What follows belongs to an exercise in optimizing a design on an open flow for small area, a short achievable clock period and few clock cycles per item; a production flow would make more cautious choices. Power and IR drop assume default switching activity.

## maple
==> flow/design.v (excerpt) <==
module pkt_lkp_top
(
    input  logic      clk,
    input  logic      rst_i,
    input  logic      b2c_pkt_vld_i,
    input  logic      b2c_pkt_lkp_en_i,
    input  pkt_lkp_pkg::lkp_info_t b2c_pkt_lkp_info_i,
    input  pkt_lkp_pkg::odr_id_t   b2c_pkt_odr_id_i,
    input  logic      b2c_pkt_so_i,
    input  pkt_lkp_pkg::payload_t  b2c_pkt_payload_i,
    output logic      c2b_pkt_rdy_o,
    output logic      c2a_lkp_vld_o,
    output pkt_lkp_pkg::lkp_info_t c2a_lkp_info_o,
    output pkt_lkp_pkg::req_id_t   c2a_lkp_req_id_o,
    input  logic      a2c_lkp_rdy_i,
    input  logic      a2c_lkp_rsp_vld_i,
    input  pkt_lkp_pkg::req_id_t   a2c_lkp_rsp_id_i,
    input  pkt_lkp_pkg::lkp_info_t a2c_lkp_rslt_i,
    output logic      c2d_pkt_vld_o,
    output pkt_lkp_pkg::lkp_info_t c2d_pkt_lkp_rslt_o,
    output pkt_lkp_pkg::odr_id_t   c2d_pkt_odr_id_o,
    output logic      c2d_pkt_so_o,
    output pkt_lkp_pkg::payload_t  c2d_pkt_payload_o,
    input  logic      d2c_pkt_rdy_i
);
Size in the first run: about 1000 cells after synthesis, roughly 520 flip-flops, about 250 I/O pins, roughly 0.019 mm² of cells after synthesis.
Settings: LEC_CHECK=0, CAP_MARGIN=20, CORE_MARGIN=2, CORE_UTILIZATION=40, CTS_CLUSTER_DIAMETER=80, CTS_CLUSTER_SIZE=22, SETUP_SLACK_MARGIN=2.0, SLEW_MARGIN=20, TNS_END_PERCENT=100; clock period 4.0 ns.
standard.sh (not shown) runs the stock make flow with config.mk's settings and CLKGATE_MAP_FILE= SYNTH_SCRIPT=/design/flow/synth_recipe.tcl, a recipe that flattens the netlist after the stock synthesis.
==> flow/flow/run.sh <==
#!/bin/bash
# Standard layout, with plain buffers on the ports and footprint-free resizing.
set -euo pipefail
bash standard.sh MATCH_CELL_FOOTPRINT=0 "BUFFER_PORTS_ARGS=-buffer_cell sky130_fd_sc_hd__buf_1" finish > make_finish.log 2>&1
[inputs] oak vs maple
--- a/flow/design.v
+++ b/flow/design.v
@@ -62,31 +62,33 @@
     localparam int IW     = 2;
     localparam int TW     = IW + 1;
     localparam int RW     = pkt_lkp_pkg::LKP_INFO_W;
     localparam int DW     = pkt_lkp_pkg::ODR_ID_W + 1 + pkt_lkp_pkg::PAYLOAD_W;
     logic [IW-1:0] head_q, tail_q, head_inc, tail_inc;
     logic          head_w_q, tail_w_q;
     logic [N-1:0]  tail_oh_q;
     logic [TW-1:0] head_tag, tail_tag;
     logic          full_q, full_d;
     logic          rdy_q;
+    logic          rdy;
     logic          accept, load;
     logic          slots_busy;
     assign head_inc = (head_q == IW'(N-1)) ? '0 : head_q + 1'b1;
     assign tail_inc = (tail_q == IW'(N-1)) ? '0 : tail_q + 1'b1;
     assign head_tag = {head_w_q, head_q};
     assign tail_tag = {tail_w_q, tail_q};
     assign slots_busy = full_q || (head_q != tail_q);
     logic          req_push;
     logic          req_block_d;
-    assign c2b_pkt_rdy_o = rdy_q;
-    assign accept        = b2c_pkt_vld_i && rdy_q;
+    assign rdy           = rdy_q;
+    assign c2b_pkt_rdy_o = rdy;
+    assign accept        = b2c_pkt_vld_i && rdy;
     assign req_push      = accept && b2c_pkt_lkp_en_i;
     logic          m_vld_q, s_vld_q, m_vld_d, s_vld_d;
     logic [RW-1:0] m_info_q, s_info_q;
     logic [TW-1:0] m_tag_q, s_tag_q;
     logic          req_pop;
     assign c2a_lkp_vld_o    = m_vld_q;
     assign c2a_lkp_info_o   = m_info_q;
     assign c2a_lkp_req_id_o = pkt_lkp_pkg::REQ_ID_W'(m_tag_q);
     assign req_pop          = m_vld_q && a2c_lkp_rdy_i;
     always_comb
@@ -110,20 +112,26 @@
             s_vld_q <= 1'b0;
         end
         else
         begin
             m_vld_q <= m_vld_d;
             s_vld_q <= s_vld_d;
         end
     end
     always_ff @(posedge clk)
     begin
+        if (rst_i)
+        begin
+            m_info_q <= '0;
+            m_tag_q  <= '0;
+        end
+        else
         if (!m_vld_q || req_pop)
         begin
             if (s_vld_q)
             begin
                 m_info_q <= s_info_q;
                 m_tag_q  <= s_tag_q;
             end
             else if (req_push)
             begin
                 m_info_q <= b2c_pkt_lkp_info_i;
@@ -137,45 +145,50 @@
         end
     end
     logic [DW-1:0] data_q [N];
     logic [RW-1:0] rslt_q [N];
     logic [N-1:0]  lkp_q;
     logic [N-1:0]  done_q;
     logic [IW-1:0] rsp_idx;
     logic          head_done;
     logic          head_rsp;
     logic          out_rsp;
-    logic          slot_rsp;
     logic          out_full_q, out_done_q, out_full_d, out_done_d;
     logic [TW-1:0] out_tag_q;
     logic          out_free;
     logic          vld_d;
     assign rsp_idx   = a2c_lkp_rsp_id_i[IW-1:0];
     assign head_done = done_q[head_q];
     assign head_rsp  = a2c_lkp_rsp_vld_i && (a2c_lkp_rsp_id_i[TW-1:0] == head_tag);
     assign out_rsp   = a2c_lkp_rsp_vld_i && out_full_q && !out_done_q &&
                        (a2c_lkp_rsp_id_i[TW-1:0] == out_tag_q);
-    assign slot_rsp  = a2c_lkp_rsp_vld_i && !out_rsp;
+    logic [N-1:0]  gen_q;
+    logic [N-1:0]  slot_wr;
+    always_comb
+        for (int i = 0; i < N; i++)
+            slot_wr[i] = a2c_lkp_rsp_vld_i && (rsp_idx == IW'(i)) &&
+                         (a2c_lkp_rsp_id_i[IW] == gen_q[i]);
     assign out_free  = !out_full_q || (c2d_pkt_vld_o && d2c_pkt_rdy_i);
     assign load      = out_free && slots_busy;
     always_ff @(posedge clk)
     begin
         for (int i = 0; i < N; i++)
         begin
             if (accept && tail_oh_q[i])
             begin
                 data_q[i] <= {b2c_pkt_odr_id_i, b2c_pkt_so_i, b2c_pkt_payload_i};
                 lkp_q[i]  <= b2c_pkt_lkp_en_i;
-            end
-        end
-        if (slot_rsp)
-            rslt_q[rsp_idx] <= a2c_lkp_rslt_i;
+                gen_q[i]  <= tail_w_q;
+            end
+            if (slot_wr[i])
+                rslt_q[i] <= a2c_lkp_rslt_i;
+        end
     end
     always_comb
     begin
         full_d = full_q;
         if (accept && !load)
             full_d = (tail_inc == head_q);
         else if (load && !accept)
             full_d = 1'b0;
     end
     always_ff @(posedge clk)
@@ -188,22 +201,21 @@
             head_w_q <= 1'b0;
             tail_w_q <= 1'b0;
             full_q   <= 1'b0;
             rdy_q    <= 1'b0;
             done_q   <= '0;
         end
         else
         begin
             full_q <= full_d;
             rdy_q  <= !full_d && !req_block_d;
-            if (slot_rsp)
-                done_q[rsp_idx] <= 1'b1;
+            done_q <= done_q | slot_wr;
             if (load)
             begin
                 done_q[head_q] <= 1'b0;
                 head_q         <= head_inc;
                 if (head_q == IW'(N-1))
                     head_w_q <= !head_w_q;
             end
             if (accept)
             begin
                 done_q[tail_q] <= !b2c_pkt_lkp_en_i;
@@ -245,18 +257,28 @@
         else
         begin
             out_full_q    <= out_full_d;
             out_done_q    <= out_done_d;
             c2d_pkt_vld_o <= vld_d;
         end
     end
     always_ff @(posedge clk)
     begin
         if (load)
-        begin
             out_tag_q <= head_tag;
-            {c2d_pkt_odr_id_o, c2d_pkt_so_o, c2d_pkt_payload_o} <= data_q[head_q];
-        end
-        if (load || out_rsp)
-            c2d_pkt_lkp_rslt_o <= out_rslt;
+    end
+    always_ff @(posedge clk)
+    begin
+        if (rst_i)
+        begin
+            {c2d_pkt_odr_id_o, c2d_pkt_so_o, c2d_pkt_payload_o} <= '0;
+            c2d_pkt_lkp_rslt_o <= '0;
+        end
+        else
+        begin
+            if (load)
+                {c2d_pkt_odr_id_o, c2d_pkt_so_o, c2d_pkt_payload_o} <= data_q[head_q];
+            if (load || out_rsp)
+                c2d_pkt_lkp_rslt_o <= out_rslt;
+        end
     end
 endmodule
Notes after the runs:
- The total power of oak exceeds that of maple by 0.49 mW.
- On later-pin clock latency in the skew report, maple and oak are neck and neck.
- When oak is set beside maple, its global-route usage turns out to be 2.7 points larger.
- oak: number of buffers created by CTS higher than maple
- Cmp oak vs maple: met3 demand-to-capacity share in global routing lower in oak
- Changes observed in oak relative to maple: sequential share of the synthesized area lost 6.2 points, placement-stage cell area picked up an extra 210 µm².
No run of this note included a check of the RTL's function; only the layout flow was run.

-- re-timing with driven ports --
How much do the figures lean on ideal ports? The routed layouts below were timed once more, with nothing changed but the port constraints. Step 1, drivers: a clkbuf_16 drives clk and a buf_2 each remaining input, both assumed. Step 2 times the ports against the registers' clock, not the clock port: input delays grow and output delays shrink by t, the midpoint of the rising clock arrivals with the driver on. Three values: ideal ports, drivers, drivers and shift; two values: the first two.
| run | t, ns | setup WS [ns] | hold slack, ns | clock arrival spread, ns | worst data-port slew with drivers (ns) |
|---|---|---|---|---|---|
| maple | 0.631 | 2.033 / 2.003 / 1.395 | 0.405 / 0.387 / 0.465 | 0.015 / 0.015 | 0.09 |
| oak | 0.641 | 2.052 / 1.998 / 1.441 | 0.416 / 0.388 / 0.451 | 0.021 / 0.021 | 0.08 |
After both steps setup and hold are still met in every run listed. For maple, which loses most, drivers alone change the setup slack by -0.030 ns; drivers and shift together by -0.638 ns.
